This design comes from an exercise in tuning for small area on the open sky130 flow, not from production work.
In this exercise RTL edits were held to simulation tests only and were not proved equivalent to the original.
Power is estimated from default activity; no workload was simulated.

File: flow/design.v
`default_nettype none
package dma_types_pkg;
    typedef logic [32-1:0]   host_addr_t;    
    typedef logic [21-1:0]   dma_size_t;     
    typedef logic [7:0]               payload_dw_t;   
    typedef logic [14:0]              tlp_count_t;    
    typedef logic [64-1:0] sample_t;
    typedef logic [2:0]               buf_index_t;    
    typedef logic [31:0]              ctrl_reg_t;
endpackage
`default_nettype wire
`default_nettype none
package dma_state_pkg;
    typedef enum logic [2:0] {
        REQ_IDLE,         
        REQ_FIRST,        
        REQ_NEXT,         
        REQ_WAIT_COMPL,   
        REQ_END           
    } req_state_e;
    typedef enum logic {IRQ_IDLE, IRQ_WAIT_RDY} irq_state_e;
endpackage
`default_nettype wire
`timescale 1ns/10ps
`default_nettype none
module tlp_splitter (
    input  wire                       pcie_user_clk,
    input  wire                       pcie_user_rst_n,
    input  dma_types_pkg::dma_size_t  dma_size_i,
    input  dma_types_pkg::host_addr_t dma_ha_i,
    input  wire                       plan_load,      
    input  wire                       plan_advance,   
    input  wire                       plan_clear,     
    output logic                      plan_more,      
    output dma_types_pkg::payload_dw_t payload_dw_o,
    output dma_types_pkg::host_addr_t  host_addr_o
);
    logic [21-3:0]      size_dw;      
    dma_types_pkg::tlp_count_t   full_tlps;
    dma_types_pkg::payload_dw_t  rem_dw;       
    dma_types_pkg::tlp_count_t   tlps_to_go;   
    logic                        rem_pending;  
    logic                        loaded;
    assign size_dw   = dma_size_i[21-1:2];   
    assign full_tlps = dma_types_pkg::tlp_count_t'(size_dw / 32);
    assign rem_dw    = dma_types_pkg::payload_dw_t'(size_dw % 32);
    assign plan_more = loaded ? ((tlps_to_go != '0) || rem_pending) : (size_dw != '0);
    always_ff @(posedge pcie_user_clk) begin
        if (!pcie_user_rst_n) begin
            payload_dw_o <= '0;
            host_addr_o  <= '0;
            tlps_to_go   <= '0;
            rem_pending  <= 1'b0;
            loaded       <= 1'b0;
        end else if (plan_clear) begin
            payload_dw_o <= '0;
            loaded       <= 1'b0;
        end else if (plan_load) begin
            loaded      <= 1'b1;
            host_addr_o <= dma_ha_i;   
            if (full_tlps == '0) begin   
                payload_dw_o <= rem_dw;
                tlps_to_go   <= '0;
                rem_pending  <= 1'b0;
            end else begin
                payload_dw_o <= dma_types_pkg::payload_dw_t'(32);
                tlps_to_go   <= full_tlps - 1'b1;
                rem_pending  <= (rem_dw != '0);
            end
        end else if (plan_advance) begin
            host_addr_o <= host_addr_o + 128;
            if (tlps_to_go != '0) begin
                payload_dw_o <= dma_types_pkg::payload_dw_t'(32);
                tlps_to_go   <= tlps_to_go - 1'b1;
            end else begin
                payload_dw_o <= rem_dw;   
                rem_pending  <= 1'b0;
            end
        end
    end
endmodule
`default_nettype wire
`timescale 1ns/10ps
`default_nettype none
module dma_req_fsm (
    input  wire                        pcie_user_clk,
    input  wire                        pcie_user_rst_n,
    input  wire                        dma_en_i,
    input  wire                        host_addr_valid_i,
    input  wire  [5:0]                 tx_buf_av_i,
    input  wire                        fifo_prog_empty_i,
    input  wire                        dma_tlp_compl_done_i,
    output logic                       plan_load,      
    output logic                       plan_advance,   
    output logic                       plan_clear,     
    input  wire                        plan_more,      
    output logic                       tlp_req_o,
    output logic                       req_end_o,
    output dma_types_pkg::buf_index_t  buf_index_o
);
    dma_state_pkg::req_state_e state;
    logic [2:0] dmae_r;     
    logic       req_flag;   
    logic       tx_ready;
    logic       abort;
    assign tx_ready = (tx_buf_av_i > 6'(1)) && !fifo_prog_empty_i;
    assign plan_load    = (state == dma_state_pkg::REQ_FIRST) && plan_more && tx_ready;
    assign plan_advance = (state == dma_state_pkg::REQ_NEXT) && plan_more && tx_ready;
    assign abort = !dma_en_i && (
        (((state == dma_state_pkg::REQ_FIRST) || (state == dma_state_pkg::REQ_NEXT))
            && plan_more && !tx_ready) ||
        ((state == dma_state_pkg::REQ_WAIT_COMPL) && !dma_tlp_compl_done_i));
    assign plan_clear = ((state == dma_state_pkg::REQ_NEXT) && !plan_more) || abort;
    assign req_end_o  = (state == dma_state_pkg::REQ_END);
    always_ff @(posedge pcie_user_clk) begin
        if (!pcie_user_rst_n) begin
            state       <= dma_state_pkg::REQ_IDLE;
            dmae_r      <= '0;
            req_flag    <= 1'b0;
            tlp_req_o   <= 1'b0;
            buf_index_o <= '0;   
        end else begin
            dmae_r <= {dmae_r[1:0], dma_en_i};
            if (dmae_r[2:1] == 2'b01)   
                req_flag <= 1'b1;
            case (state)
                dma_state_pkg::REQ_IDLE: begin
                    if (req_flag && host_addr_valid_i)   
                        state <= dma_state_pkg::REQ_FIRST;
                end
                dma_state_pkg::REQ_FIRST: begin
                    req_flag <= 1'b0;
                    if (!plan_more) begin   
                        state <= dma_state_pkg::REQ_IDLE;
                    end else if (plan_load) begin
                        tlp_req_o <= 1'b1;
                        state     <= dma_state_pkg::REQ_WAIT_COMPL;
                    end else if (abort) begin
                        state <= dma_state_pkg::REQ_IDLE;
                    end
                end
                dma_state_pkg::REQ_NEXT: begin
                    if (!plan_more) begin   
                        buf_index_o <= buf_index_o + 1'b1;
                        state       <= dma_state_pkg::REQ_END;
                    end else if (plan_advance) begin
                        tlp_req_o <= 1'b1;
                        state     <= dma_state_pkg::REQ_WAIT_COMPL;
                    end else if (abort) begin
                        state <= dma_state_pkg::REQ_IDLE;
                    end
                end
                dma_state_pkg::REQ_WAIT_COMPL: begin   
                    if (dma_tlp_compl_done_i) begin
                        tlp_req_o <= 1'b0;
                        state     <= dma_state_pkg::REQ_NEXT;
                    end else if (abort) begin
                        tlp_req_o <= 1'b0;
                        state     <= dma_state_pkg::REQ_IDLE;
                    end
                end
                dma_state_pkg::REQ_END: state <= dma_state_pkg::REQ_IDLE;
                default:                state <= dma_state_pkg::REQ_IDLE;
            endcase
        end
    end
endmodule
`default_nettype wire
`timescale 1ns/10ps
`default_nettype none
module msi_irq_fsm (
    input  wire  pcie_user_clk,
    input  wire  pcie_user_rst_n,
    input  wire  irq_en_i,
    input  wire  req_end_i,
    input  wire  cfg_interrupt_rdy_i,
    output logic cfg_interrupt_o,
    output logic dma_done_o
);
    dma_state_pkg::irq_state_e state;
    logic [1:0] start_r;   
    always_ff @(posedge pcie_user_clk) begin
        if (!pcie_user_rst_n) begin
            state           <= dma_state_pkg::IRQ_IDLE;
            start_r         <= '0;
            cfg_interrupt_o <= 1'b0;
            dma_done_o      <= 1'b0;
        end else begin
            start_r <= {start_r[0], req_end_i};
            case (state)
                dma_state_pkg::IRQ_IDLE: begin
                    if (irq_en_i && start_r[1]) begin
                        cfg_interrupt_o <= 1'b1;
                        dma_done_o      <= 1'b1;   
                        state           <= dma_state_pkg::IRQ_WAIT_RDY;
                    end
                end
                dma_state_pkg::IRQ_WAIT_RDY: begin
                    if (cfg_interrupt_rdy_i) begin   
                        cfg_interrupt_o <= 1'b0;
                        state           <= dma_state_pkg::IRQ_IDLE;
                    end
                end
                default: state <= dma_state_pkg::IRQ_IDLE;
            endcase
        end
    end
endmodule
`default_nettype wire
`timescale 1ns/10ps
`default_nettype none
module sample_fifo (
    input  wire                     pcie_user_clk,
    input  wire                     pcie_user_rst_n,
    input  wire                     flush_i,
    input  wire                     wr_en_i,
    input  dma_types_pkg::sample_t  data_i,
    input  wire                     rd_en_i,
    output dma_types_pkg::sample_t  data_o,
    output logic                    prog_empty_o,
    output logic                    prog_full_o
);
    localparam int AW = $clog2(64);
    dma_types_pkg::sample_t mem [0:64-1];
    dma_types_pkg::sample_t head;
    logic [AW-1:0] wr_ptr;
    logic [AW-1:0] rd_ptr;
    logic [AW:0]   count;        
    logic [AW:0]   count_nxt;
    logic          do_wr;
    logic          do_rd;
    assign do_wr     = wr_en_i && (count != (AW+1)'(64)) && !flush_i;
    assign do_rd     = rd_en_i && (count != '0) && !flush_i;
    assign count_nxt = flush_i ? '0 : count + do_wr - do_rd;
    always_ff @(posedge pcie_user_clk) begin
        if (do_wr)
            mem[wr_ptr] <= data_i;   
    end
    always_ff @(posedge pcie_user_clk) begin
        if (!pcie_user_rst_n || flush_i) begin
            wr_ptr       <= '0;
            rd_ptr       <= '0;
            count        <= '0;
            prog_empty_o <= 1'b1;
            prog_full_o  <= 1'b0;
        end else begin
            wr_ptr       <= wr_ptr + do_wr;   
            rd_ptr       <= rd_ptr + do_rd;
            count        <= count_nxt;
            prog_empty_o <= count_nxt < 16;
            prog_full_o  <= count_nxt >= 48;
        end
    end
    assign head = mem[rd_ptr];
    for (genvar i = 0; i < 64 / 8; i++) begin : g_swap
        assign data_o[i*8 +: 8] = head[(i ^ 3)*8 +: 8];
    end
endmodule
`default_nettype wire
`timescale 1ns/10ps
`default_nettype none
module pci_dma_engine (
    input  wire                         pcie_user_clk,
    input  wire                         pcie_user_rst_n,
    input  dma_types_pkg::ctrl_reg_t    control_reg_i,
    input  dma_types_pkg::dma_size_t    dma_size_i,       
    input  dma_types_pkg::host_addr_t   dma_ha_ch0_i,
    input  wire  [5:0]                  tx_buf_av_i,      
    input  wire                         cfg_interrupt_rdy_i,
    output logic                        cfg_interrupt_o,
    input  wire                         fifo_rd_en_i,
    input  wire                         dma_tlp_compl_done_i,
    output logic                        tlp_req_o,
    output dma_types_pkg::payload_dw_t  dma_tlp_payload_size_o,   
    output dma_types_pkg::host_addr_t   host_addr_tx_o,
    output dma_types_pkg::sample_t      dma_data_tx_o,
    input  dma_types_pkg::sample_t      adc_data_i,
    input  wire                         adc_data_en_i,
    output logic                        data_ready_ch0_o,
    output logic [7:0]                  dma_status_o
);
    logic dmae;
    logic dmaie;
    logic dma_rst;
    logic ha_valid;
    logic prog_empty;
    logic prog_full;
    logic req_end;
    logic dma_done;
    dma_types_pkg::buf_index_t buf_index;
    logic plan_load;
    logic plan_advance;
    logic plan_clear;
    logic plan_more;
    assign dmae     = control_reg_i[0];
    assign dmaie    = control_reg_i[1];
    assign dma_rst  = control_reg_i[2];   
    assign ha_valid = (dma_ha_ch0_i != '0);   
    assign data_ready_ch0_o = !prog_full;   
    assign dma_status_o     = {3'b000, prog_empty, dma_done, buf_index};
    tlp_splitter u_splitter (
        .pcie_user_clk   (pcie_user_clk),
        .pcie_user_rst_n (pcie_user_rst_n),
        .dma_size_i      (dma_size_i),
        .dma_ha_i        (dma_ha_ch0_i),
        .plan_load       (plan_load),
        .plan_advance    (plan_advance),
        .plan_clear      (plan_clear),
        .plan_more       (plan_more),
        .payload_dw_o    (dma_tlp_payload_size_o),
        .host_addr_o     (host_addr_tx_o)
    );
    dma_req_fsm u_req_fsm (
        .pcie_user_clk        (pcie_user_clk),
        .pcie_user_rst_n      (pcie_user_rst_n),
        .dma_en_i             (dmae),
        .host_addr_valid_i    (ha_valid),
        .tx_buf_av_i          (tx_buf_av_i),
        .fifo_prog_empty_i    (prog_empty),
        .dma_tlp_compl_done_i (dma_tlp_compl_done_i),
        .plan_load            (plan_load),
        .plan_advance         (plan_advance),
        .plan_clear           (plan_clear),
        .plan_more            (plan_more),
        .tlp_req_o            (tlp_req_o),
        .req_end_o            (req_end),
        .buf_index_o          (buf_index)
    );
    msi_irq_fsm u_irq_fsm (
        .pcie_user_clk       (pcie_user_clk),
        .pcie_user_rst_n     (pcie_user_rst_n),
        .irq_en_i            (dmaie),
        .req_end_i           (req_end),
        .cfg_interrupt_rdy_i (cfg_interrupt_rdy_i),
        .cfg_interrupt_o     (cfg_interrupt_o),
        .dma_done_o          (dma_done)
    );
    sample_fifo u_fifo (
        .pcie_user_clk   (pcie_user_clk),
        .pcie_user_rst_n (pcie_user_rst_n),
        .flush_i         (dma_rst),
        .wr_en_i         (adc_data_en_i),
        .data_i          (adc_data_i),
        .rd_en_i         (fifo_rd_en_i),
        .data_o          (dma_data_tx_o),   
        .prog_empty_o    (prog_empty),
        .prog_full_o     (prog_full)
    );
endmodule
`default_nettype wire
File: flow/run.sh
#!/bin/bash
# synth_recipe.tcl (not shown) runs the flow's synth.tcl, then flattens the netlist and writes it again
# the make line also repeats each setting of config.mk as NAME=value (left out here)
make -C /OpenROAD-flow-scripts/flow DESIGN_CONFIG=/design/flow/config.mk WORK_HOME=/design/flow/orfs CLKGATE_MAP_FILE= SYNTH_SCRIPT=/design/flow/synth_recipe.tcl finish
File: flow/config.mk
export PLATFORM = sky130hd
export DESIGN_NAME = pci_dma_engine
export DESIGN_NICKNAME = pci_dma_engine
export VERILOG_FILES = /design/flow/design.v
export SDC_FILE = /design/flow/constraint.sdc
export NUM_CORES = 4
export LEC_CHECK = 0
export CAP_MARGIN = 20
export CORE_MARGIN = 2
export CORE_UTILIZATION = 45
export SLEW_MARGIN = 20
File: flow/constraint.sdc
create_clock -name core_clock -period 10.0 [get_ports {pcie_user_clk}]
set_input_delay 2.0000 -clock core_clock [delete_from_list [all_inputs] [get_ports {pcie_user_clk}]]
set_output_delay 2.0000 -clock core_clock [all_outputs]
set_load 0.01 [all_outputs]
==> flow_metrics.py <==
metrics = {
    "outcome": {
        "status": "complete, no violations",
    },
    "sta": {
        "setup_violations": 0,
        "min_period_ns": 7.567,
        "maxSlewViolCount": 0,
        "hold_viol": 0,
        "period_share_pct": 75.67,
        "tightest_slew_ns": 1.148,
        "rsz0062_at_grt": "false",
        "final.setup.tns_ns": 0,
        "fin_ws_ns": 2.433,
        "max-slew-margin-rel_pct": 22.89,
        "finClkSkew_ns": 0.03769,
        "timing.fmax_mhz": 132.2,
    },
    "grt": {
        "grt_max_degree": 138,
        "grt_overflow": 0,
        "grt_pass1_wl_um": 598700,
        "grt_use_total_pct": 23.59,
        "antenna_found_initial": 32,
        "grt_pass1_vias": 78810,
    },
    "clock_network": {
        "post_cts_resized": 0,
        "cts-root-buf": "clkbuf_16",
        "cts_tree": "yes",
        "clk_latency_ns": 0.96,
        "postCtsHoldBufs": 0,
        "clock_sinks": 4188,
        "numCtsBuffers": 426,
        "clkTransAtPathRegs_ns": 0.06,
        "cts.htree.levels": 5,
        "cts_buffer_depth": 4,
        "cts_setup_buffers": 0,
    },
    "synth": {
        "ys.warnings.count": 4,
        "synth.distinct_cells": 79,
        "syn_inst": 7069,
        "ys_seq_area_share_pct": 78.39,
        "async_reset_ff_share_pct": 0,
        "synth_edf_count": 4096,
        "synth_area_per_cell_um2": 22.53,
        "ys.flop_type": "edfxtp_1",
        "mappedNetlistArea_um2": 159300,
        "synth_seq_cells": 4188,
        "synth_top_area_share_pct": 77.23,
        "synth_area_leaders": "edfxtp_1 77%, mux4_2 15%, dfxtp_1 1.2%",
        "synth.largest_area_cell": "edfxtp_1",
    },
    "setup_path": {
        "end_kind": "output port",
        "path_class": "flip-flop to output port",
        "critPathMaxFanout": 97,
        "start_kind": "flip-flop",
        "r2r_setup_slack_ns": 5.24,
        "timing.rr.start": "u_fifo.count[4]",
        "reg2reg_to": "u_fifo.mem[54][32]",
        "required_ns": 8.00,
        "arrival_ns": 5.57,
        "r2r_cells": 8,
    },
    "floorplan": {
        "die_w_um": 598.9,
        "start_util_pct": 45.19,
        "num_rows": 218,
        "die_h_um": 598.9,
        "dieArea_um2": 358700,
        "io_pins": 276,
        "core_um2": 352400,
    },
    "cells_and_area": {
        "drive_gt1_share_pct": 25.18,
        "fin_util_pct": 51.52,
        "final_nets": 7718,
        "area_growth_pct": 14.00,
    },
    "drt": {
        "routed_via_density": 6.290,
        "num_vias": 79410,
        "wl_per_cell_um": 33.89,
        "drt_iter0_drc": 10180,
        "wl_um": 427900,
        "postRouteAntennaNets": 0,
        "drc": 0,
        "drt_pass1_iterations": 5,
    },
    "worst_hold_path": {
        "hp-start": "u_req_fsm.dmae_r[0]",
        "hold_class": "flip-flop to flip-flop",
        "min_delay_path_depth": 1,
        "hold-path-endpoint": "u_req_fsm.dmae_r[1]",
    },
    "placement": {
        "gp_congestion": 0.8040,
        "hpwl_um": 222200,
        "io_buffers": 238,
        "place_ws_ns": 3.359,
    },
    "power_and_ir_drop": {
        "power.leakage_uw": 0.05459,
        "p_per_area_nw_per_um2": 200.4,
        "total_power_uw": 36380,
        "ir_worst_vdd_v": 0.0001779,
    },
    "flow_run": {
        "maxCapViolCount": 0,
    },
}
[how the worst max path moves through the flow]
stage	slack, ns	cells after the start	start	to
6_report	2.43	7	u_fifo.rd_ptr[0]	dma_data_tx_o[0]
5_1_grt	2.13	7	u_fifo.rd_ptr[0]	dma_data_tx_o[0]
4_1_cts	2.34	8	u_fifo.rd_ptr[0]	dma_data_tx_o[5]
3_5_place_dp	3.36	7	control_reg_i[2]	u_fifo.mem[54][35]
3_3_place_gp	3.39	7	control_reg_i[2]	u_fifo.mem[15][20]
2_1_floorplan	3.97	5	control_reg_i[2]	u_fifo.mem[54][0]
[cells in the mapped netlist (all sizes together), types with 10 or more instances]
cell type and number:
nand2b 15, o22ai 61, mux2i 29, nor4 24, dfxtp 92, a211oi 13, o221ai 41, a22oi 218
a22o 112, clkbuf 252, o22a 10, a221oi 116, nor3 45, or4 18, edfxtp 4096, nand3 36
a21oi 157, and2 17, a31oi 10, nand4 11, mux4 1030, nor2b 10, nand2 79, inv 25
ha 16, nor2 160, buf 172, o21ai 55, or3 30
[logic make-up (layout without fill, tap and decap cells)]
logic type | Yosys count | after routing | synth area share [%]
adders and majority gates | 17 | 17 | 0.1383
buffers and inverters | 449 | 1264 | 1.182
AOI/OAI and AO/OA | 860 | 860 | 3.960
xor gates and xnor gates | 14 | 14 | 0.07699
DFF | 4188 | 4188 | 78.39
muxes | 1061 | 1061 | 14.76
and+or+nand+nor | 479 | 479 | 1.493
other | 1 | 13 | 0.002355
[critical path, cell delays in order (launching register included)]
cell             delay, ns
dfxtp_4               0.94
buf_12                0.60
buf_4                 0.64
mux4_2                0.57
a22o_1                0.25
a221oi_1              0.30
o221ai_1              0.38
clkdlybuf4s50_1       0.59
[sequential cells by signal (all words and copies together), names as in the netlist, 6 cells and up]
register / count
u_fifo.count: 7
u_fifo.mem: 4096
u_fifo.rd_ptr: 6
u_fifo.wr_ptr: 6
u_splitter.host_addr_o: 32
u_splitter.payload_dw_o: 6
u_splitter.tlps_to_go: 15
[routing by layer]
layer	up-vias	wire length, um	track usage [%]	share of wire, %
li1	31500	-	-	-
met1	43420	173300	33.74	40
met2	3851	205500	37.79	48
met3	622	38610	4.450	9.0
met4	14	10400	5.693	2.4
met5	-	76	0	0.018
[area by class of cell]
cell class / count / area (um2)
fill: 27450 / 170800
sequential: 4188 / 124900
multi-input combinational: 2436 / 33120
clock buffer: 539 / 11230
tap: 4730 / 5918
timing repair buffer: 463 / 4394
clock inverter: 237 / 1934
inverter: 25 / 93.84
antenna: 8 / 20.02
[where the power goes]
| group | switching [uW] | leakage (uW) | total [uW] | internal [uW] |
|---|---|---|---|---|
| registers | 29.4 | 0.0376 | 19300 | 19300 |
| logic | 1030 | 0.0106 | 1870 | 846 |
| clock network | 6560 | 0.00645 | 15200 | 8610 |
[placed cells by master, fill, tap and decap left out, types with 78 or more instances in the layout]
master / synthesis / routed
a221oi_1: 116 / 116
nand2_1: 79 / 78
clkbuf_1: 251 / 103
edfxtp_1: 4096 / 4096
clkbuf_16: 0 / 432
mux4_2: 1030 / 1030
clkdlybuf4s50_1: 0 / 176
buf_4: 11 / 207
nor2_1: 160 / 95
clkinv_1: 0 / 105
a21oi_1: 157 / 157
a22oi_1: 218 / 218
a22o_1: 112 / 112
dfxtp_1: 92 / 89
[stage by stage]
stage                     hold WS, ns  std cells  area [um2]
after floorplan                0.4119       7073      159300
after global placement         0.4237      11830      168100
after detailed placement       0.4348      11840      168200
after CTS                      0.4494      12610      181400
after global routing           0.4707      12620      181600
final                          0.4456      12630      181600

## what the ideal ports hide
The flow's constraints put no driver on any port. The routed layout listed below was extracted and timed again, unchanged, in two steps.
Step 1: set_driving_cell puts a clkbuf_16 on pcie_user_clk and a buf_2 on each other input, an assumption about the parent block.
Step 2 moves the port delays by t, midway between the first and last clock arrival at a register: inputs arrive t later, outputs are due t later. That takes back most of the time a late clock gives input paths.
Slacks: ideal ports / drivers / drivers and shift; pairs: ideal ports / drivers.
t (ns): 1.054
setup WS [ns]: 2.433 / 2.323 / 3.266
worst setup path after step 2: input to register
slew at the worst register clock pin (ns): 0.07 / 0.07
worst slew at a driven data input, ns: 0.28
After both steps this run still meets setup and hold. The setup slack of this run moves by -0.110 ns with the drivers and by +0.833 ns with both steps.
